Source: an optimization exercise on an open RTL-to-GDS flow (aim: small area, a short achievable clock period and few clock cycles). Production flows keep margins and buffers that such runs may drop.
Where RTL was checked, it was by simulation tests only, not by an equivalence proof against the original.
Only the layout flow was run in run 1; the RTL was not checked for function there.
Power figures rest on the tool's default switching activity, not on a simulated workload.

`flow/constraint.sdc`:
```
create_clock -name core_clock -period 8.0 [get_ports {clk}]
set_input_delay 1.6000 -clock core_clock [delete_from_list [all_inputs] [get_ports {clk}]]
set_output_delay 1.6000 -clock core_clock [all_outputs]
set_load 0.01 [all_outputs]
```
`flow/config.mk`:
```
export PLATFORM = sky130hd
export DESIGN_NAME = pipelineCore
export DESIGN_NICKNAME = pipelineCore
export VERILOG_FILES = /design/flow/design.v
export SDC_FILE = /design/flow/constraint.sdc
export NUM_CORES = 4
export LEC_CHECK = 0
export CAP_MARGIN = 20
export CORE_MARGIN = 2
export CORE_UTILIZATION = 60
export SETUP_SLACK_MARGIN = 4.7
export SLEW_MARGIN = 20
export TNS_END_PERCENT = 5
```
`flow/design.v`:
```
package pipelinePkg;
    localparam logic [5:0] OP_RTYPE   = 6'd0;
    localparam logic [5:0] OP_J       = 6'd2;
    localparam logic [5:0] OP_BEQ     = 6'd4;
    localparam logic [5:0] OP_BNE     = 6'd5;
    localparam logic [5:0] OP_ADDI    = 6'd8;
    localparam logic [5:0] OP_LW      = 6'd35;
    localparam logic [5:0] OP_SW      = 6'd43;
    localparam logic [5:0] FN_SYSCALL = 6'd12;
    localparam logic [5:0] FN_ADD     = 6'd32;
    localparam logic [5:0] FN_SUB     = 6'd34;
    localparam logic [5:0] FN_AND     = 6'd36;
    localparam logic [5:0] FN_OR      = 6'd37;
    localparam logic [5:0] FN_SLT     = 6'd42;
endpackage
module controlDecoder (
    input  logic [31:0] instr,
    output logic        regWrite,    
    output logic [4:0]  dest,
    output logic        immOp,       
    output logic        selAdd,      
    output logic        selSub,
    output logic        selAnd,
    output logic        selOr,
    output logic        selSlt,
    output logic        isLoad,
    output logic        isStore,
    output logic        isBeq,
    output logic        isBne,
    output logic        isSys
);
    logic [5:0] op, fn;
    logic       isR, isAddi, rAlu;
    assign op = instr[31:26];
    assign fn = instr[5:0];
    assign isR    = (op == 6'd0);
    assign isAddi = (op == 6'd8);
    assign isLoad = (op == 6'd35);
    assign isStore = (op == 6'd43);
    assign isBeq  = (op == 6'd4);
    assign isBne  = (op == 6'd5);
    assign isSys  = isR && (fn == 6'd12);
    assign selAdd = (isR && fn == 6'd32) || isAddi;
    assign selSub = isR && (fn == 6'd34);
    assign selAnd = isR && (fn == 6'd36);
    assign selOr  = isR && (fn == 6'd37);
    assign selSlt = isR && (fn == 6'd42);
    assign immOp  = isAddi;
    assign rAlu   = selAdd || selSub || selAnd || selOr || selSlt;
    assign dest   = isR ? instr[15:11] : instr[20:16];
    assign regWrite = (rAlu || isLoad) && (dest != 5'd0);
endmodule
module regFile (
    input  logic        clk,
    input  logic        clear,
    input  logic [4:0]  rdNumA,
    input  logic [4:0]  rdNumB,
    input  logic [4:0]  wrNum,
    input  logic        wrEn,
    input  logic [31:0] wrData,
    output logic [31:0] rdDataA,
    output logic [31:0] rdDataB,
    output logic [31:0] v0,
    output logic [31:0] a0
);
    logic [31:0] regs [1:31];
    logic [31:0] wd;
    assign wd = clear ? 32'd0 : wrData;
    always_ff @(posedge clk) begin
        for (int i = 1; i < 32; i++) begin
            if (clear || (wrEn && wrNum == 5'(i))) regs[i] <= wd;
        end
    end
    always_comb begin
        rdDataA = '0;
        rdDataB = '0;
        for (int i = 1; i < 32; i++) begin
            rdDataA = rdDataA | ({32{rdNumA == 5'(i)}} & regs[i]);
            rdDataB = rdDataB | ({32{rdNumB == 5'(i)}} & regs[i]);
        end
    end
    assign v0 = regs[5'd2];
    assign a0 = regs[5'd4];
endmodule
module hazardUnit (
    input  logic       exValid,
    input  logic       exRegWrite,
    input  logic [4:0] exDest,
    input  logic [4:0] idRs,
    input  logic [4:0] idRt,
    input  logic       idMem,
    output logic       fwdA,
    output logic       fwdB,
    output logic       addrStall
);
    logic hitA, hitB;
    assign hitA = exValid && exRegWrite && (exDest == idRs);
    assign hitB = exValid && exRegWrite && (exDest == idRt);
    assign fwdA      = hitA;
    assign fwdB      = hitB;
    assign addrStall = hitA && idMem;
endmodule
module prefixAdder #(
    parameter int W = 32
) (
    input  logic [W-1:0] a,
    input  logic [W-1:0] b,
    input  logic         cin,
    output logic [W-1:0] s
);
    localparam int L = $clog2(W);
    logic [W-1:0] p;
    logic [W-1:0] gl [L+1];
    logic [W-1:0] pl [L+1];
    assign p     = a ^ b;
    assign gl[0] = (a & b) | {{(W-1){1'b0}}, p[0] & cin};
    assign pl[0] = p;
    for (genvar l = 0; l < L; l++) begin : g_lvl
        for (genvar i = 0; i < W; i++) begin : g_bit
            if (i >= (1 << l)) begin : g_op
                assign gl[l+1][i] = gl[l][i] | (pl[l][i] & gl[l][i - (1 << l)]);
                assign pl[l+1][i] = pl[l][i] & pl[l][i - (1 << l)];
            end else begin : g_pass
                assign gl[l+1][i] = gl[l][i];
                assign pl[l+1][i] = pl[l][i];
            end
        end
    end
    assign s = p ^ {gl[L][W-2:0], cin};
endmodule
module executeStage (
    input  logic [31:0] regA,        
    input  logic [31:0] regB,        
    input  logic [31:0] fwd,         
    input  logic        fwdA,
    input  logic        fwdB,
    input  logic        sub,         
    input  logic [4:0]  selArith,    
    input  logic        selAnd,
    input  logic        selOr,
    input  logic        selSlt,
    input  logic        selLoad,
    input  logic [31:0] loadData,
    output logic [31:0] opA,
    output logic [31:0] opB,
    output logic [31:0] result,
    output logic        equal
);
    logic [31:0] s00, s10, s01, arith;
    logic        lt00, lt10, lt01, lt;
    assign opA = fwdA ? fwd : regA;
    assign opB = fwdB ? fwd : regB;
    prefixAdder #(.W(32)) u_add00 (.a(regA), .b(regB), .cin(sub),  .s(s00));
    prefixAdder #(.W(32)) u_add10 (.a(fwd),  .b(regB), .cin(sub),  .s(s10));
    prefixAdder #(.W(32)) u_add01 (.a(regA), .b(fwd),  .cin(1'b0), .s(s01));
    assign lt00 = (regA[31] == regB[31]) ? regA[31] : s00[31];
    assign lt10 = (fwd[31]  == regB[31]) ? fwd[31]  : s10[31];
    assign lt01 = (regA[31] == fwd[31])  ? !regA[31] : !s01[31];
    assign lt   = (fwdA && fwdB) ? 1'b0 : fwdA ? lt10 : fwdB ? lt01 : lt00;
    assign arith = ({32{selArith[0]}} & s00)
                 | ({32{selArith[1]}} & s10)
                 | ({32{selArith[2]}} & s01)
                 | ({32{selArith[3]}} & ~s01)
                 | ({32{selArith[4]}} & {fwd[30:0], 1'b0});
    assign result = arith
                  | ({32{selAnd}}  & (opA & opB))
                  | ({32{selOr}}   & (opA | opB))
                  | {31'd0, selSlt & lt}
                  | ({32{selLoad}} & loadData);
    assign equal = (fwdA && fwdB) ? 1'b1
                 : fwdA ? (fwd == regB)
                 : fwdB ? (regA == fwd)
                 : (regA == regB);
endmodule
module sumDecode (
    input  logic [6:0]  a,
    input  logic [6:0]  b,
    output logic [31:0] hit
);
    logic [6:0] p, g, t;
    logic       c2;
    logic [1:0] e2;
    logic [3:0] e [3:6];     
    assign p  = a ^ b;
    assign g  = a & b;
    assign t  = a | b;
    assign c2 = g[1] | (p[1] & g[0]);
    assign e2[0] = !(p[2] ^ c2);
    assign e2[1] =  (p[2] ^ c2);
    for (genvar i = 3; i <= 6; i++) begin : g_bit
        assign e[i][0] = !(p[i] ^ t[i-1]);
        assign e[i][2] =  (p[i] ^ t[i-1]);
        assign e[i][1] = !(p[i] ^ g[i-1]);
        assign e[i][3] =  (p[i] ^ g[i-1]);
    end
    for (genvar k = 0; k < 32; k++) begin : g_word
        assign hit[k] = e2[k & 1]
                      & e[3][(k >> 0) & 3]
                      & e[4][(k >> 1) & 3]
                      & e[5][(k >> 2) & 3]
                      & e[6][(k >> 3) & 3];
    end
endmodule
module dataMemory (
    input  logic        clk,
    input  logic        clear,
    input  logic [31:0] sel,
    input  logic        wrEn,
    input  logic [31:0] wrData,
    output logic [31:0] rdData
);
    logic [31:0] mem [32];
    logic [31:0] wd;
    assign wd = clear ? 32'd0 : wrData;
    always_ff @(posedge clk) begin
        for (int i = 0; i < 32; i++) begin
            if (clear || (wrEn && sel[i])) mem[i] <= wd;
        end
    end
    always_comb begin
        rdData = '0;
        for (int i = 0; i < 32; i++) begin
            rdData = rdData | ({32{sel[i]}} & mem[i]);
        end
    end
endmodule
module pipelineCore (
    input  logic                        clk,
    input  logic                        rst,
    output logic [8-1:0] imemAddr,
    input  logic [32-1:0]      imemData,
    input  logic                        go,
    output logic                        wbValid,
    output logic [5-1:0]  wbReg,
    output logic [32-1:0]      wbData,
    output logic [32-1:0]      dispValue,
    output logic                        halted
);
    logic [7:0]  pc;
    logic        fdValid;
    logic [31:0] fdInstr;
    logic [4:0]  fdRtRd;         
    logic [7:0]  fdAlt;          
    logic        fdPredT;
    logic        deValid;
    logic        deRegWrite, deSelAnd, deSelOr, deSelSlt, deSub;
    logic        deLoad, deStore, deBeq, deBne, deSys;
    logic [4:0]  deSelArith;
    logic [4:0]  deDest;
    logic [31:0] deA, deB;       
    logic [15:0] deImm;
    logic [7:0]  deAlt;
    logic        dePredT;
    logic        deFwdA, deFwdB;
    logic        wbV;
    logic [4:0]  wbR;
    logic [31:0] wbD;
    logic        haltQ;
    logic [31:0] dispQ;
    logic        clearQ;         
    logic [5:0]  fOp;
    logic        fJ, fBeq, fBne, fSame, fNoRt, fPredT;
    logic [7:0]  pcInc, fTgt;
    assign imemAddr = pc;
    assign fOp   = imemData[31:26];
    assign fJ    = (fOp == 6'd2);
    assign fBeq  = (fOp == 6'd4);
    assign fBne  = (fOp == 6'd5);
    assign fSame = (imemData[25:21] == imemData[20:16]);
    assign fNoRt = (fOp == 6'd8) || (fOp == 6'd35);    
    assign fPredT = (fBne && !fSame) || (fBeq && (imemData[15] || fSame));
    assign pcInc = pc + 8'd1;
    assign fTgt  = pcInc + imemData[7:0];
    logic        dRegWrite, dImmOp, dSelAdd, dSelSub, dSelAnd, dSelOr, dSelSlt;
    logic        dLoad, dStore, dBeq, dBne, dSys, dSub;
    logic [4:0]  dDest, dRs, dRt;
    logic [31:0] rfA, rfB, dA, dB, v0Reg, a0Reg;
    logic        dFwdA, dFwdB, addrStall;
    logic [4:0]  dSelArith;
    assign dRs = fdInstr[25:21];
    assign dRt = fdRtRd;
    controlDecoder u_decoder (
        .instr(fdInstr), .regWrite(dRegWrite), .dest(dDest), .immOp(dImmOp),
        .selAdd(dSelAdd), .selSub(dSelSub), .selAnd(dSelAnd), .selOr(dSelOr),
        .selSlt(dSelSlt), .isLoad(dLoad), .isStore(dStore), .isBeq(dBeq),
        .isBne(dBne), .isSys(dSys)
    );
    regFile u_regFile (
        .clk(clk), .clear(clearQ), .rdNumA(dRs), .rdNumB(dRt),
        .wrNum(wbR), .wrEn(wbV), .wrData(wbD),
        .rdDataA(rfA), .rdDataB(rfB), .v0(v0Reg), .a0(a0Reg)
    );
    assign dA = ((wbV && wbR == dRs) ? wbD : rfA) ^ {32{dSub && dFwdB && !dFwdA}};
    assign dB = (((wbV && wbR == dRt) ? wbD : rfB) ^ {32{dSub}})
              | (dImmOp ? {{16{fdInstr[15]}}, fdInstr[15:0]} : 32'd0);
    hazardUnit u_hazard (
        .exValid(deValid), .exRegWrite(deRegWrite), .exDest(deDest),
        .idRs(dRs), .idRt(dRt), .idMem(dLoad || dStore),
        .fwdA(dFwdA), .fwdB(dFwdB), .addrStall(addrStall)
    );
    assign dSub = dSelSub || dSelSlt;
    assign dSelArith = {
        dSelAdd && dFwdA && dFwdB,
        dSelSub && !dFwdA && dFwdB,
        dSelAdd && !dFwdA && dFwdB,
        (dSelAdd || dSelSub) && dFwdA && !dFwdB,
        (dSelAdd || dSelSub) && !dFwdA && !dFwdB
    };
    logic [31:0] opA, opB, exResult, loadData, v0, a0;
    logic [31:0] memSel;
    logic        equal, isDisplay, taken, mispredict, haltNow, freeze, hold;
    executeStage u_execute (
        .regA(deA), .regB(deB), .fwd(wbD), .fwdA(deFwdA), .fwdB(deFwdB),
        .sub(deSub), .selArith(deSelArith), .selAnd(deSelAnd), .selOr(deSelOr),
        .selSlt(deSelSlt), .selLoad(deLoad), .loadData(loadData),
        .opA(opA), .opB(opB), .result(exResult), .equal(equal)
    );
    sumDecode u_addr (.a(deA[6:0]), .b(deImm[6:0]), .hit(memSel));
    dataMemory u_dmem (
        .clk(clk), .clear(clearQ), .sel(memSel),
        .wrEn(deValid && deStore), .wrData(opB), .rdData(loadData)
    );
    assign v0 = (wbV && wbR == 5'd2) ? wbD : v0Reg;
    assign a0 = (wbV && wbR == 5'd4) ? wbD : a0Reg;
    assign isDisplay = (v0 == 32'd34);
    assign taken      = deBeq ? equal : !equal;
    assign mispredict = deValid && (deBeq || deBne) && (taken != dePredT);
    assign haltNow    = deValid && deSys && !isDisplay;
    assign freeze     = haltNow || (haltQ && !go);
    assign hold       = freeze || (fdValid && addrStall);
    always_ff @(posedge clk) begin
        clearQ <= rst;
        if (rst) begin
            pc      <= '0;
            fdValid <= 1'b0;
            deValid <= 1'b0;
            wbV     <= 1'b0;
            haltQ   <= 1'b0;
            dispQ   <= '0;
        end else begin
            if (mispredict) begin
                pc <= deAlt;
            end else if (!hold) begin
                pc <= fJ ? imemData[7:0] : fPredT ? fTgt : pcInc;
            end
            if (mispredict) begin
                fdValid <= 1'b0;
            end else if (!hold) begin
                fdValid <= !fJ;                  
            end
            deValid <= fdValid && !mispredict && !hold;
            wbV     <= deValid && deRegWrite;
            haltQ   <= freeze;
            if (deValid && deSys && isDisplay) begin
                dispQ <= a0;
            end
        end
    end
    always_ff @(posedge clk) begin
        if (!hold) begin
            fdInstr <= imemData;
            fdRtRd  <= fNoRt ? 5'd0 : imemData[20:16];
            fdAlt   <= fPredT ? pcInc : fTgt;
            fdPredT <= fPredT;
        end
    end
    always_ff @(posedge clk) begin
        deRegWrite <= dRegWrite;
        deSub      <= dSub;
        deSelArith <= dSelArith;
        deSelAnd   <= dSelAnd;
        deSelOr    <= dSelOr;
        deSelSlt   <= dSelSlt;
        deLoad     <= dLoad;
        deStore    <= dStore;
        deBeq      <= dBeq;
        deBne      <= dBne;
        deSys      <= dSys;
        deDest     <= dDest;
        deA        <= dA;
        deB        <= dB;
        deImm      <= fdInstr[15:0];
        deAlt      <= fdAlt;
        dePredT    <= fdPredT;
        deFwdA     <= dFwdA;
        deFwdB     <= dFwdB;
        wbR        <= deDest;
        wbD        <= exResult;
    end
    assign wbValid   = wbV;
    assign wbReg     = wbR;
    assign wbData    = wbD;
    assign dispValue = dispQ;
    assign halted    = haltQ;
endmodule
```
`flow/run.sh`:
```
#!/bin/bash
# synth_recipe.tcl (not shown) runs the flow's synth.tcl, then flattens the netlist and writes it again
# the make line also repeats each setting of config.mk as NAME=value (left out here)
make -C /OpenROAD-flow-scripts/flow DESIGN_CONFIG=/design/flow/config.mk WORK_HOME=/design/flow/orfs CLKGATE_MAP_FILE= SYNTH_SCRIPT=/design/flow/synth_recipe.tcl finish
```
==> results of run 1 <==
state kept, by name, indices dropped and copies added (netlist names), 5 cells and up:
register / count
u_dmem.mem: 1024
u_regFile.regs: 992
deA: 32
deB: 32
dispQ: 32
fdInstr: 32
wbD: 32
deAlt: 8
fdAlt: 8
pc: 8
deImm: 7
deDest: 5
deSelArith: 5
fdRtRd: 5
wbR: 5
timing repair:
action                      CTS  global route
buffers inserted             62           148
setup endpoints to repair  1245           899
pin swaps                    43            83
gates cloned                  7            11
resized for setup           226           295
worst paths after layout:
path	startpoint	to	slack, ps	depth (start not counted)
max	fdRtRd[1]$_SDFFCE_PP0P_	deB[23]$_DFF_P_	4180	6
min	fdAlt[1]$_DFFE_PP_	deAlt[1]$_DFF_P_	340	0
max reg2reg	fdRtRd[1]$_SDFFCE_PP0P_	deB[23]$_DFF_P_	4180	6
min reg2reg	fdAlt[1]$_DFFE_PP_	deAlt[1]$_DFF_P_	340	0
area by class of cell:
type                            instances  area share [%]
Antenna cell                            2         0.00449
Timing Repair Buffer                  614            5.34
Inverter                               50           0.183
Clock buffer                          277            5.16
Multi-Input combinational cell       3795            27.1
Clock inverter                        124           0.978
Tap cell                             2058            2.31
Sequential cell                      2246            58.9
metrics by stage:
stage | hold slack, ps | instances | util (%)
after floorplan | 323 | 6514 | -
after global placement | 325 | 8532 | 63.9
after detailed placement | 328 | 8535 | 63.9
after CTS | 343 | 9005 | 69.4
after global routing | 345 | 9165 | 71.2
final | 340 | 9166 | 71.2
cells in the final DEF (no fill, tap or decap), drive strengths merged, types with 140 or more instances in the layout:
cell type and n:
a22o 329, a22oi 724, a221oi 339, xnor2 159, a21oi 140, nand4 201, clkbuf 287, nand2 194
nand3 201, edfxtp 2062, nor2 291, dfxtp 184, buf 489
power by group through the flow:
stage / sequential, mW / clock (mW) / combinational, mW
after floorplan: 14.2 / 0 / 1.80
after global placement: 14.4 / 0 / 3.32
after detailed placement: 14.4 / 0 / 3.33
after CTS: 14.2 / 9.99 / 3.62
after global routing: 14.2 / 10.4 / 4.15
final: 14.2 / 10.1 / 4.13
cell families (layout without fill, tap and decap cells):
| group | after synthesis | after routing |
|---|---|---|
| adder cells (fa/ha/maj) | 116 | 116 |
| AO/OA/AOI/OAI | 2099 | 2099 |
| multiplexers | 146 | 146 |
| other | 0 | 2 |
| XOR/XNOR | 226 | 226 |
| buffers and inverters | 478 | 1065 |
| flip-flops | 2246 | 2246 |
| AND/OR/NAND/NOR | 1203 | 1208 |
metal layers:
| metal | track usage, % | up-vias | part of all wire [%] |
|---|---|---|---|
| met3 | 19.1 | 2647 | 17 |
| met5 | 0.476 | - | 0.069 |
| li1 | - | 27900 | - |
| met2 | 72.2 | 8255 | 42 |
| met1 | 59.3 | 35600 | 31 |
| met4 | 39.6 | 18 | 11 |
==> results.sh, run 1 <==
export IMPL_cts_tree="yes"
export IMPL_clock_power_share_pct=35.4
export IMPL_finalWeightedCongestion=0.988
export IMPL_worst_path_largest_cell_delay_ps=1010
export IMPL_synthSimpleGateAreaFrac_pct=6.42
export IMPL_cts_made_buffers=215
export IMPL_vias=74400
export IMPL_grt_ovfl_total=0
export IMPL_initial_drt_pass_iterations=11
export IMPL_power_report_internal_total_mw=20.5
export IMPL_setup_worst_path_end_class="flop"
export IMPL_leakage_nw=39.5
export IMPL_core_box_area_sq_mm=0.157
export IMPL_drive_gt1_share_pct=18.6
export IMPL_run_status="timing/DRC/antenna clean"
export IMPL_global_route_wire_length_before_repair_mm=553
export IMPL_yosysSeqAreaShare_pct=69.1
export IMPL_critPathSlowestCell="sky130_fd_sc_hd__nand3_2"
export IMPL_io_buffers=113
export IMPL_crit_path_frequent_cell="sky130_fd_sc_hd__xnor2_1"
export IMPL_synthesis_area_per_instance_sq_um=14.6
export IMPL_synth_compound_gate_area_share_pct=17.2
export IMPL_h_tree_depth=4
export IMPL_timing_clock_skew_ps=43.3
export IMPL_synth_yosys_warnings=10
export IMPL_fp_dieW_microns=402
export IMPL_yosys_area_top_type="sky130_fd_sc_hd__edfxtp_1"
export IMPL_largest_family_of_logic_cells_by_synthesized_area="compound AO/OA/AOI/OAI gates"
export IMPL_rsz0062_at_grt="yes"
export IMPL_timing_critical_path_max_delay_family="XOR/XNOR gates"
export IMPL_num_fill_cells=10200
export IMPL_sequential_cell_area_sq_mm=0.0657
export IMPL_ios=114
export IMPL_period_share_pct=47.7
export IMPL_die_area_sq_mm=0.161
export IMPL_grt_pass1_vias=69800
export IMPL_yosysMostFrequentCell="sky130_fd_sc_hd__edfxtp_1"
export IMPL_ys_seq_elements=2246
export IMPL_drv_slew=0
export IMPL_total_wirelength_mm=418
export IMPL_tightest_slew_ps=1270
export IMPL_ant_nets=0
export IMPL_swShare_pct=27.9
export IMPL_dp_hpwl_mm=227
export IMPL_synth_mux_area_fraction_pct=1.60
export IMPL_crit_path_cell_trace="buf_4 -> xnor2_1 -> nand3_2 -> o22ai_1 -> xnor2_1 -> nand2_1"
export IMPL_yosys_top_cells_count="2,062 x sky130_fd_sc_hd__edfxtp_1, 724 x sky130_fd_sc_hd__a22oi_1, 336 x sky130_fd_sc_hd__a221oi_1"
export IMPL_ys_flop_type="sky130_fd_sc_hd__edfxtp_1"
export IMPL_syn_cell_area_sq_mm=0.0949
export IMPL_combinational_power_share_pct=14.5
export IMPL_synth_edff_count=2062
export IMPL_clockBufferDepth=3
export IMPL_cell_row_count=145
export IMPL_flow_area_growth_from_synthesis_pct=17.5
export IMPL_timing_max_cap_violations=0
export IMPL_critical_path_arrival_ps=4580
export IMPL_critical_path_max_fanout=16
export IMPL_syn_num_nets=6664
export IMPL_maximum_number_of_pins_on_one_net_before_global_route_repair=57
export IMPL_pwr_density_cell_mw_per_mm2=255
export IMPL_clkTransAtPathRegs_ps=60
export IMPL_synth_area_top_cells="sky130_fd_sc_hd__edfxtp_1 65%, sky130_fd_sc_hd__a22oi_1 5.7%, sky130_fd_sc_hd__dfxtp_1 3.9%, sky130_fd_sc_hd__a221oi_1 3.1%, sky130_fd_sc_hd__a22o_1 3.0%"
export IMPL_finalSetupTns_ps=0
export IMPL_worst_setup_path_type="flop to flop"
export IMPL_netlist_area_leader_share_pct=65.2
export IMPL_worst_ep_required_time_ps=8760
export IMPL_seq_power_share_pct=50.0
export IMPL_initial_utilization_pct=60.6
export IMPL_antenna_violations_before_repair=13
export IMPL_detail_route_iter0_violations=16700
export IMPL_total_power_mw=28.4
export IMPL_dp_worst_setup_slack_ps=3060
export IMPL_synth_cell_types=88
export IMPL_place_area_sq_mm=0.100
export IMPL_power_switching_mw=7.92
export IMPL_finalHoldViolations=0
export IMPL_die_h_microns=402
export IMPL_stdcell_area_sq_mm=0.111
export IMPL_post_synth_fa_ha_maj_area_fraction_pct=1.57
export IMPL_critical_path_buf_inv_count=1
export IMPL_ctsRootBufferMaster="sky130_fd_sc_hd__clkbuf_16"
export IMPL_async_flop_share_pct=0
export IMPL_timing_critical_path_from_type="flop"
export IMPL_clk_insertion_delay_late_ps=900
export IMPL_grt_use_total_pct=49.7
export IMPL_ir_drop_mv=0.213
export IMPL_min_path_type="flop to flop"
export IMPL_min_period_ps=3820
export IMPL_detail_route_wl_per_cell_microns=45.6
export IMPL_cts_hold_buffers_added=0
export IMPL_area_of_combinational_cells_with_multiple_inputs_sq_mm=0.0302
export IMPL_detail_route_vias_per_cell=8.12
export IMPL_slew_headroom_pct=14.4
export IMPL_num_nets_final=7072
export IMPL_setup_viol_count_final=0
export IMPL_post_synth_inst_count=6514
export IMPL_tritoncts_num_sinks=2246
export IMPL_final_setup_worst_slack_ps=4180
export IMPL_drc=0
export IMPL_fmax_mhz=262
export IMPL_synth_xor_xnor_area_share_pct=2.14
==> run 2: changes to the inputs <==
--- a/flow/design.v
+++ b/flow/design.v
@@ -108,7 +108,7 @@
     input  logic         cin,
     output logic [W-1:0] s
 );
-    localparam int L = $clog2(W);
+    localparam int L = 5;            
     logic [W-1:0] p;
     logic [W-1:0] gl [L+1];
     logic [W-1:0] pl [L+1];
@@ -117,9 +117,10 @@
     assign pl[0] = p;
     for (genvar l = 0; l < L; l++) begin : g_lvl
         for (genvar i = 0; i < W; i++) begin : g_bit
-            if (i >= (1 << l)) begin : g_op
-                assign gl[l+1][i] = gl[l][i] | (pl[l][i] & gl[l][i - (1 << l)]);
-                assign pl[l+1][i] = pl[l][i] & pl[l][i - (1 << l)];
+            if ((i >> l) & 1) begin : g_op
+                localparam int J = ((i >> l) << l) - 1;
+                assign gl[l+1][i] = gl[l][i] | (pl[l][i] & gl[l][J]);
+                assign pl[l+1][i] = pl[l][i] & pl[l][J];
             end else begin : g_pass
                 assign gl[l+1][i] = gl[l][i];
                 assign pl[l+1][i] = pl[l][i];
==> flow/flow/run.sh (new file) <==
#!/bin/bash
# The standard layout, with the port buffers made of buf_4 cells instead of
# the cell ORFS picks by default (a delay buffer), so that ports see a normal buffer.
set -euo pipefail
export BUFFER_PORTS_ARGS="-buffer_cell sky130_fd_sc_hd__buf_4"
bash standard.sh > standard.log 2>&1
==> flow/standard.sh (new file) <==
#!/bin/bash
# synth_recipe.tcl (not shown) runs the flow's synth.tcl, then flattens the netlist and writes it again
# the make line also repeats each setting of config.mk as NAME=value (left out here)
make -C /OpenROAD-flow-scripts/flow DESIGN_CONFIG=/design/flow/config.mk WORK_HOME=/design/flow/orfs CLKGATE_MAP_FILE= SYNTH_SCRIPT=/design/flow/synth_recipe.tcl "${@:-finish}"
removed: flow/run.sh
==> run 2 against run 1 <==
Power up 3.4%. Count of clock-buffer cells in the layout increased by 1. Synthesized area fell by 0.10%. Cell count is 0.71% higher. Combinational power rose by 5.1%. Global-route usage increased by 3.8 points. First-iteration DRC count grew 17%. Flip-flop and latch count unchanged. Highest routed layer unchanged. Sequential share of layout area down 0.12 points. Cell area up 0.14%.
==> results.sh, run 2 <==
export IMPL_run_status="timing/DRC/antenna clean"
export IMPL_routed_wl_met2_mm=177
export IMPL_die_area_sq_mm=0.161
export IMPL_io_buffers=113
export IMPL_synth_area_top_cells="sky130_fd_sc_hd__edfxtp_1 65%, sky130_fd_sc_hd__a22oi_1 6.8%, sky130_fd_sc_hd__dfxtp_1 3.9%, sky130_fd_sc_hd__a221oi_1 2.3%, sky130_fd_sc_hd__a22o_1 2.1%"
export IMPL_num_fill_cells=10300
export IMPL_fmax_mhz=268
export IMPL_cell_row_count=145
export IMPL_worst_setup_path_type="flop to flop"
export IMPL_largest_register_ff_count=1024
export IMPL_cts_made_buffers=221
export IMPL_initial_drt_pass_iterations=14
export IMPL_cts_hold_buffers_added=0
export IMPL_num_nets_final=7118
export IMPL_period_share_pct=46.6
export IMPL_worst_ep_required_time_ps=8730
export IMPL_pwr_density_cell_mw_per_mm2=263
export IMPL_yosys_top_cells_count="2,062 x sky130_fd_sc_hd__edfxtp_1, 853 x sky130_fd_sc_hd__a22oi_1, 392 x sky130_fd_sc_hd__nand2_1"
export IMPL_clkTransAtPathRegs_ps=60
export IMPL_critical_path_max_fanout=32
export IMPL_registers_top_by_ff_count="u_dmem.mem"
export IMPL_h_tree_depth=4
export IMPL_timing_critical_path_from_type="flop"
export IMPL_tritoncts_num_sinks=2246
export IMPL_min_period_ps=3730
export IMPL_drive_gt1_share_pct=19.8
export IMPL_min_path_type="flop to flop"
export IMPL_yosys_area_top_type="sky130_fd_sc_hd__edfxtp_1"
export IMPL_final_standard_cell_count_with_taps_included_and_fillers_excluded=9231
export IMPL_ctsRootBufferMaster="sky130_fd_sc_hd__clkbuf_16"
export IMPL_ir_drop_mv=0.266
export IMPL_critical_path_arrival_ps=4460
export IMPL_mostFrequentLayoutCells="2,062 x sky130_fd_sc_hd__edfxtp_1, 851 x sky130_fd_sc_hd__a22oi_1, 453 x sky130_fd_sc_hd__buf_4, 385 x sky130_fd_sc_hd__nand2_1, 231 x sky130_fd_sc_hd__a221oi_1"
export IMPL_utilization_pct=71.3
export IMPL_core_box_area_sq_mm=0.157
export IMPL_ios=114
export IMPL_detail_route_vias_per_cell=8.26
export IMPL_hold_worst_slack_ps=344
export IMPL_antenna_violations_before_repair=26
export IMPL_synth_edff_count=2062
export IMPL_tightest_slew_ps=1210
export IMPL_finalWeightedCongestion=1.01
export IMPL_route_layer_met1_wl_mm=135
export IMPL_drv_slew=0
export IMPL_ys_flop_type="sky130_fd_sc_hd__edfxtp_1"
export IMPL_clockBufferDepth=3
export IMPL_setup_worst_path_end_class="flop"
export IMPL_yosysMostFrequentCell="sky130_fd_sc_hd__edfxtp_1"
export IMPL_yosysSeqAreaShare_pct=69.2
export IMPL_timing_max_cap_violations=0
export IMPL_grt_ovfl_total=0
export IMPL_finalHoldViolations=0
export IMPL_global_route_wire_length_before_repair_mm=584
export IMPL_cts_tree="yes"
export IMPL_maximum_number_of_pins_on_one_net_before_global_route_repair=65
export IMPL_dp_hpwl_mm=239
export IMPL_routed_top_layer="met5"
export IMPL_fp_dieW_microns=401
export IMPL_initial_utilization_pct=60.5
export IMPL_flow_area_growth_from_synthesis_pct=17.8
export IMPL_syn_num_nets=6725
export IMPL_ys_seq_elements=2246
export IMPL_detail_route_iter0_violations=19600
export IMPL_grt_pass1_vias=69600
export IMPL_post_synth_inst_count=6565
export IMPL_rsz0062_at_grt="yes"
export IMPL_drc=0
export IMPL_async_flop_share_pct=0
export IMPL_total_wirelength_mm=444
export IMPL_ant_nets=0
export IMPL_synth_yosys_warnings=10
export IMPL_timing_clock_skew_ps=42.4
export IMPL_clk_insertion_delay_late_ps=890
export IMPL_setup_viol_count_final=0
export IMPL_netlist_area_leader_share_pct=65.3
export IMPL_slew_headroom_pct=19.3
export IMPL_total_power_mw=29.4
export IMPL_leakage_nw=40.3
export IMPL_finalSetupTns_ps=0
export IMPL_die_h_microns=401
export IMPL_routed_wl_met3_mm=81.2
export IMPL_placedCellCount=8595
export IMPL_grt_use_total_pct=53.4
export IMPL_commonest_non_fill_non_tap_cell_in_the_layout="sky130_fd_sc_hd__edfxtp_1"
export IMPL_syn_cell_area_sq_mm=0.0948
export IMPL_detail_route_wl_per_cell_microns=48.1
export IMPL_vias=76200
export IMPL_biggest_registers_after_layout="u_dmem.mem x1024, u_regFile.regs x992"
export IMPL_synth_cell_types=81
export IMPL_synthesis_area_per_instance_sq_um=14.4
## run 2: cell types whose count changed after synthesis, sizes merged, moves of 23 or more
cell	change
nand2	+198
a22oi	+129
a22o	-107
a221oi	-91
nand3	-76
a222oi	+40
nand4	-36
a21oi	-35
and3	+31
clkbuf	+23
## run 2: what timing repair did
item	4_1_cts	5_1_grt
buffers inserted	128	48
pin swaps	98	38
cloned	15	7
endpoints found under the setup margin	1231	652
resized for setup	381	103
## run 2: layout make-up
cell class,instances,area [sq um],share of cell area [%]
Sequential cell,2246,65700,58.8
Multi-Input combinational cell,3831,29900,26.8
Clock buffer,278,5900,5.28
Timing Repair Buffer,600,5860,5.25
Tap cell,2058,2570,2.31
Clock inverter,139,1450,1.30
Inverter,58,231,0.207
Antenna cell,21,52.6,0.0471
## run 2: final timing paths
check | slack (ps) | start | depth (start not counted) | endpoint
hold / removal | 340 | fdAlt[3]$_DFFE_PP_ | 0 | deAlt[3]$_DFF_P_
setup / recovery | 4270 | fdRtRd[3]$_SDFFCE_PP0P_ | 10 | deB[13]$_DFF_P_
setup reg to reg | 4270 | fdRtRd[3]$_SDFFCE_PP0P_ | 10 | deB[13]$_DFF_P_
hold reg to reg | 340 | fdAlt[3]$_DFFE_PP_ | 0 | deAlt[3]$_DFF_P_
## run 2: cells by family (layout without fill, tap and decap cells)
kind of cell | after synthesis | count (layout) | synth area share (%)
xor gates and xnor gates | 211 | 211 | 2.04
buffers and inverters | 494 | 1075 | 2.03
other | 0 | 21 | 0
DFF | 2246 | 2246 | 69.2
AOI/OAI and AO/OA | 1988 | 1993 | 16.2
adders and majority gates | 125 | 125 | 1.79
and+or+nand+nor | 1342 | 1343 | 6.94
muxes | 159 | 159 | 1.75
## run 2: where the power goes
part	total, mW	switching, mW	internal [mW]
logic	4.34	3.02	1.32
clock network	10.6	4.66	5.98
registers	14.4	0.540	13.9
## run 2: stage by stage
| stage | setup slack (ps) | area (sq um) |
|---|---|---|
| 2_1_floorplan | 4530 | 94900 |
| 3_3_place_gp | 3130 | 99800 |
| 3_5_place_dp | 3150 | 99900 |
| 4_1_cts | 4470 | 111000 |
| 5_1_grt | 4430 | 112000 |
| 6_report | 4270 | 112000 |
## run 2: per-layer routing
metal  vias up  global-route usage, %
li1      27900                      -
met1     36600                   64.1
met2      8915                   73.5
met3      2822                   24.2
met4        28                   44.2
met5         -                   2.62
## run 2: worst max-delay path: stages, from the launching register on
cell	delay, ps
sky130_fd_sc_hd__edfxtp_1	590
sky130_fd_sc_hd__nand3_1	420
sky130_fd_sc_hd__nor2_4	180
sky130_fd_sc_hd__buf_4	760
sky130_fd_sc_hd__a22oi_1	240
sky130_fd_sc_hd__nand2_1	120
sky130_fd_sc_hd__nor4_1	60
sky130_fd_sc_hd__and3_1	200
sky130_fd_sc_hd__a31oi_2	540
sky130_fd_sc_hd__xnor2_1	280
sky130_fd_sc_hd__nand2_1	140
Testbench counts of run 2, summed over its fixed seeds: cycles 35,091.
==> run 3: changes to the inputs <==
--- a/flow/design.v
+++ b/flow/design.v
@@ -53,8 +53,8 @@
 module regFile (
     input  logic        clk,
     input  logic        clear,
-    input  logic [4:0]  rdNumA,
-    input  logic [4:0]  rdNumB,
+    input  logic [31:1] rdSelA,      
+    input  logic [31:1] rdSelB,
     input  logic [4:0]  wrNum,
     input  logic        wrEn,
     input  logic [31:0] wrData,
@@ -75,8 +75,8 @@
         rdDataA = '0;
         rdDataB = '0;
         for (int i = 1; i < 32; i++) begin
-            rdDataA = rdDataA | ({32{rdNumA == 5'(i)}} & regs[i]);
-            rdDataB = rdDataB | ({32{rdNumB == 5'(i)}} & regs[i]);
+            rdDataA = rdDataA | ({32{rdSelA[i]}} & regs[i]);
+            rdDataB = rdDataB | ({32{rdSelB[i]}} & regs[i]);
         end
     end
     assign v0 = regs[5'd2];
@@ -241,6 +241,7 @@
     logic        fdValid;
     logic [31:0] fdInstr;
     logic [4:0]  fdRtRd;         
+    logic [31:1] fdSelA, fdSelB;     
     logic [7:0]  fdAlt;          
     logic        fdPredT;
     logic        deValid;
@@ -287,7 +288,7 @@
         .isBne(dBne), .isSys(dSys)
     );
     regFile u_regFile (
-        .clk(clk), .clear(clearQ), .rdNumA(dRs), .rdNumB(dRt),
+        .clk(clk), .clear(clearQ), .rdSelA(fdSelA), .rdSelB(fdSelB),
         .wrNum(wbR), .wrEn(wbV), .wrData(wbD),
         .rdDataA(rfA), .rdDataB(rfB), .v0(v0Reg), .a0(a0Reg)
     );
@@ -361,6 +362,10 @@
         if (!hold) begin
             fdInstr <= imemData;
             fdRtRd  <= fNoRt ? 5'd0 : imemData[20:16];
+            for (int i = 1; i < 32; i++) begin
+                fdSelA[i] <= (imemData[25:21] == 5'(i));
+                fdSelB[i] <= (imemData[20:16] == 5'(i)) && !fNoRt;
+            end
             fdAlt   <= fPredT ? pcInc : fTgt;
             fdPredT <= fPredT;
         end
--- a/flow/config.mk
+++ b/flow/config.mk
@@ -7,7 +7,7 @@
 export LEC_CHECK = 0
 export CAP_MARGIN = 20
 export CORE_MARGIN = 2
-export CORE_UTILIZATION = 60
+export CORE_UTILIZATION = 50
 export SETUP_SLACK_MARGIN = 4.7
 export SLEW_MARGIN = 20
 export TNS_END_PERCENT = 5
==> run 3 against run 2 <==
Combinational power decreased by 1%. Hold slack got worse by 4.3 ps. Critical path depth decreased by 5. Power increased by 2.7%. First-iteration DRC count decreased by 24%.
==> results.sh, run 3 <==
export IMPL_cts_made_buffers=232
export IMPL_commonest_non_fill_non_tap_cell_in_the_layout="sky130_fd_sc_hd__edfxtp_1"
export IMPL_routed_wl_met3_mm=62.1
export IMPL_drc=0
export IMPL_critPathSlowestCell="sky130_fd_sc_hd__dfxtp_1"
export IMPL_ir_drop_mv=0.225
export IMPL_io_buffers=113
export IMPL_grt_ovfl_total=0
export IMPL_mostFrequentLayoutCells="2,124 x sky130_fd_sc_hd__edfxtp_1, 459 x sky130_fd_sc_hd__buf_4, 455 x sky130_fd_sc_hd__a22o_1, 437 x sky130_fd_sc_hd__a221oi_1, 401 x sky130_fd_sc_hd__a22oi_1"
export IMPL_finalHoldViolations=0
export IMPL_setup_viol_count_final=0
export IMPL_largest_register_ff_count=1024
export IMPL_slew_headroom_pct=8.99
export IMPL_async_flop_share_pct=0
export IMPL_post_synth_inst_count=6457
export IMPL_critical_path_max_fanout=23
export IMPL_global_route_wire_length_before_repair_mm=565
export IMPL_clk_insertion_delay_late_ps=940
export IMPL_ys_flop_type="sky130_fd_sc_hd__edfxtp_1"
export IMPL_fmax_mhz=273
export IMPL_clkTransAtPathRegs_ps=60
export IMPL_die_area_sq_mm=0.197
export IMPL_vias=73600
export IMPL_place_area_sq_mm=0.101
export IMPL_reg2reg_to="u_regFile.regs[4][21]$_DFFE_PP_"
export IMPL_drv_slew=0
export IMPL_synth_cell_types=88
export IMPL_r2r_start="wbV$_SDFF_PP0_"
export IMPL_ios=114
export IMPL_detail_route_iter0_violations=14900
export IMPL_pwr_density_cell_mw_per_mm2=265
export IMPL_biggest_registers_after_layout="u_dmem.mem x1024, u_regFile.regs x992"
export IMPL_ant_nets=0
export IMPL_min_period_ps=3670
export IMPL_initial_drt_pass_iterations=14
export IMPL_tightest_slew_ps=1370
export IMPL_cts_tree="yes"
export IMPL_timing_clock_skew_ps=58.0
export IMPL_period_share_pct=45.8
export IMPL_routed_top_layer="met5"
export IMPL_crit_path_cell_trace="nor4b_2 -> nand2_4 -> buf_4 -> nand2b_2 -> buf_6"
export IMPL_critical_path_arrival_ps=4200
export IMPL_min_path_type="flop to flop"
export IMPL_netlist_area_leader_share_pct=66.0
export IMPL_finalWeightedCongestion=0.962
export IMPL_worst_setup_path_type="flop to flop"
export IMPL_flow_area_growth_from_synthesis_pct=17.8
export IMPL_fp_dieW_microns=444
export IMPL_worst_r2r_path_depth=5
export IMPL_detail_route_wl_per_cell_microns=44.7
export IMPL_stdcell_area_sq_mm=0.114
export IMPL_utilization_pct=59.2
export IMPL_core_box_area_sq_mm=0.192
export IMPL_num_fill_cells=14500
export IMPL_worst_r2r_setup_slack_ps=4330
export IMPL_num_nets_final=6984
export IMPL_detail_route_vias_per_cell=7.69
export IMPL_h_tree_depth=4
export IMPL_timing_critical_path_max_delay_family="simple AND/OR/NAND/NOR gates"
export IMPL_synthesis_area_per_instance_sq_um=15.0
export IMPL_yosysSeqAreaShare_pct=69.8
export IMPL_setup_worst_path_end_class="flop"
export IMPL_drive_gt1_share_pct=20.2
export IMPL_syn_num_nets=6617
export IMPL_cts_hold_buffers_added=0
export IMPL_route_layer_met1_wl_mm=140
export IMPL_grt_pass1_vias=68300
export IMPL_total_power_mw=30.1
export IMPL_die_h_microns=444
export IMPL_leakage_nw=40.3
export IMPL_rsz0062_at_grt="yes"
export IMPL_grt_use_total_pct=41.6
export IMPL_critical_path_buf_inv_count=2
export IMPL_run_status="timing/DRC/antenna clean"
export IMPL_worst_ep_required_time_ps=8540
export IMPL_initial_utilization_pct=50.2
export IMPL_timing_critical_path_to="u_regFile.regs[4][21]$_DFFE_PP_"
export IMPL_timing_max_cap_violations=0
export IMPL_total_wirelength_mm=428
export IMPL_cell_row_count=161
export IMPL_yosys_area_top_type="sky130_fd_sc_hd__edfxtp_1"
export IMPL_tritoncts_num_sinks=2308
export IMPL_finalSetupTns_ps=0
export IMPL_dp_hpwl_mm=232
export IMPL_routed_wl_met2_mm=185
export IMPL_yosysMostFrequentCell="sky130_fd_sc_hd__edfxtp_1"
export IMPL_syn_cell_area_sq_mm=0.0967
export IMPL_cp_startpoint="wbV$_SDFF_PP0_"
export IMPL_ys_seq_elements=2308
export IMPL_synth_yosys_warnings=10
export IMPL_worst_path_largest_cell_delay_ps=680
export IMPL_synth_area_top_cells="sky130_fd_sc_hd__edfxtp_1 66%, sky130_fd_sc_hd__a221oi_1 4.2%, sky130_fd_sc_hd__a22o_1 4.1%, sky130_fd_sc_hd__dfxtp_1 3.8%, sky130_fd_sc_hd__a22oi_1 3.2%"
export IMPL_maximum_number_of_pins_on_one_net_before_global_route_repair=110
export IMPL_yosys_top_cells_count="2,124 x sky130_fd_sc_hd__edfxtp_1, 469 x sky130_fd_sc_hd__a221oi_1, 455 x sky130_fd_sc_hd__a22o_1"
export IMPL_ctsRootBufferMaster="sky130_fd_sc_hd__clkbuf_16"
export IMPL_synth_edff_count=2124
export IMPL_cp_num_cells=5
export IMPL_timing_critical_path_from_type="flop"
export IMPL_registers_top_by_ff_count="u_dmem.mem"
export IMPL_antenna_violations_before_repair=9
export IMPL_clockBufferDepth=3
## run 3: cell families (layout without fill, tap and decap cells)
group | after synthesis | in the layout | share of synthesized area, %
other | 0 | 10 | 0
adders and majority gates | 125 | 125 | 1.76
and+or+nand+nor | 1191 | 1194 | 6.35
buffers and inverters | 490 | 1059 | 2.02
DFF | 2308 | 2308 | 69.8
muxes | 134 | 134 | 1.45
AOI/OAI and AO/OA | 2013 | 2013 | 16.7
xor gates and xnor gates | 196 | 196 | 1.89
## run 3: repair_timing
action	in CTS	in global routing
pin swaps	36	153
endpoints found under the setup margin	1254	1066
setup buffers	36	151
resized for setup	220	362
gates cloned	1	16
## run 3: how the worst min path moves through the flow
stage | slack [ps] | end | start | cells after the start
6_report | 340 | deAlt[3]$_DFF_P_ | fdAlt[3]$_DFFE_PP_ | 0
4_1_cts | 340 | deAlt[6]$_DFF_P_ | fdAlt[6]$_DFFE_PP_ | 0
2_1_floorplan | 320 | deAlt[0]$_DFF_P_ | fdAlt[0]$_DFFE_PP_ | 0
3_3_place_gp | 320 | deAlt[3]$_DFF_P_ | fdAlt[3]$_DFFE_PP_ | 0
3_5_place_dp | 330 | deAlt[6]$_DFF_P_ | fdAlt[6]$_DFFE_PP_ | 0
5_1_grt | 350 | deAlt[6]$_DFF_P_ | fdAlt[6]$_DFFE_PP_ | 0
## run 3: final cells by class
class / count / area [sq um] / area share, %
diodes: 10 / 25.0 / 0.0220
well taps: 2526 / 3160 / 2.78
clock inverters: 154 / 1500 / 1.32
repair buffers: 560 / 5180 / 4.55
inverters: 60 / 239 / 0.210
flip-flops and latches: 2308 / 67600 / 59.3
clock buffers: 285 / 6200 / 5.44
multi-input cells: 3662 / 30000 / 26.3
## run 3: power by group
part / switching, mW / internal, mW / total [mW] / leakage (nW)
sequential: 0.552 / 14.2 / 14.8 / 23.5
combinational: 2.90 / 1.38 / 4.28 / 13.0
clock: 4.85 / 6.25 / 11.1 / 3.78
## run 3: metrics by stage
| stage | std cells | setup slack (ps) | hold slack [ps] |
|---|---|---|---|
| after floorplan | 6457 | 4500 | 323 |
| after global placement | 8911 | 3090 | 324 |
| after detailed placement | 8912 | 3280 | 327 |
| after CTS | 9388 | 4400 | 343 |
| after global routing | 9557 | 4350 | 350 |
| final | 9565 | 4330 | 340 |
## run 3: layer usage
metal  track usage [%]  up-vias
li1                  -    27800
met3              13.6     2277
met2              62.5     7425
met5                 0        -
met4              28.8        4
met1              51.0    36100
Testbench counts of run 3, summed over its fixed seeds: cycles 35,091.

## what the ideal ports hide
The results above use ideal ports. As a check the final layouts listed here were re-extracted and re-timed, cells and wires unchanged. Step 1 sets driving cells, clkbuf_16 on the clock port and buf_2 on the other inputs (assumed; they add their load-dependent delay and slew). Step 2, shift: input delay + t, output delay - t, t = (earliest + latest rising clock arrival at the registers) / 2. This alone moves slack from input paths to output paths. Slacks: no drivers / after step 1 / after step 2; pairs: no drivers / after step 1.
run | t, ns | setup WS [ns] | hold slack, ns | worst register clock-pin slew, ns
run 1 | 0.969 | 4.180 / 4.148 / 3.681 | 0.340 / 0.340 / 0.340 | 0.07 / 0.07
run 2 | 0.971 | 4.271 / 4.271 / 3.763 | 0.344 / 0.344 / 0.344 | 0.07 / 0.07
run 3 | 1.008 | 4.333 / 4.314 / 4.095 | 0.340 / 0.340 / 0.340 | 0.07 / 0.07
After both steps setup and hold are still met in every run listed. The setup slack of run 2, which loses most, moves by 0.000 ns with the drivers and by -0.508 ns with both steps.
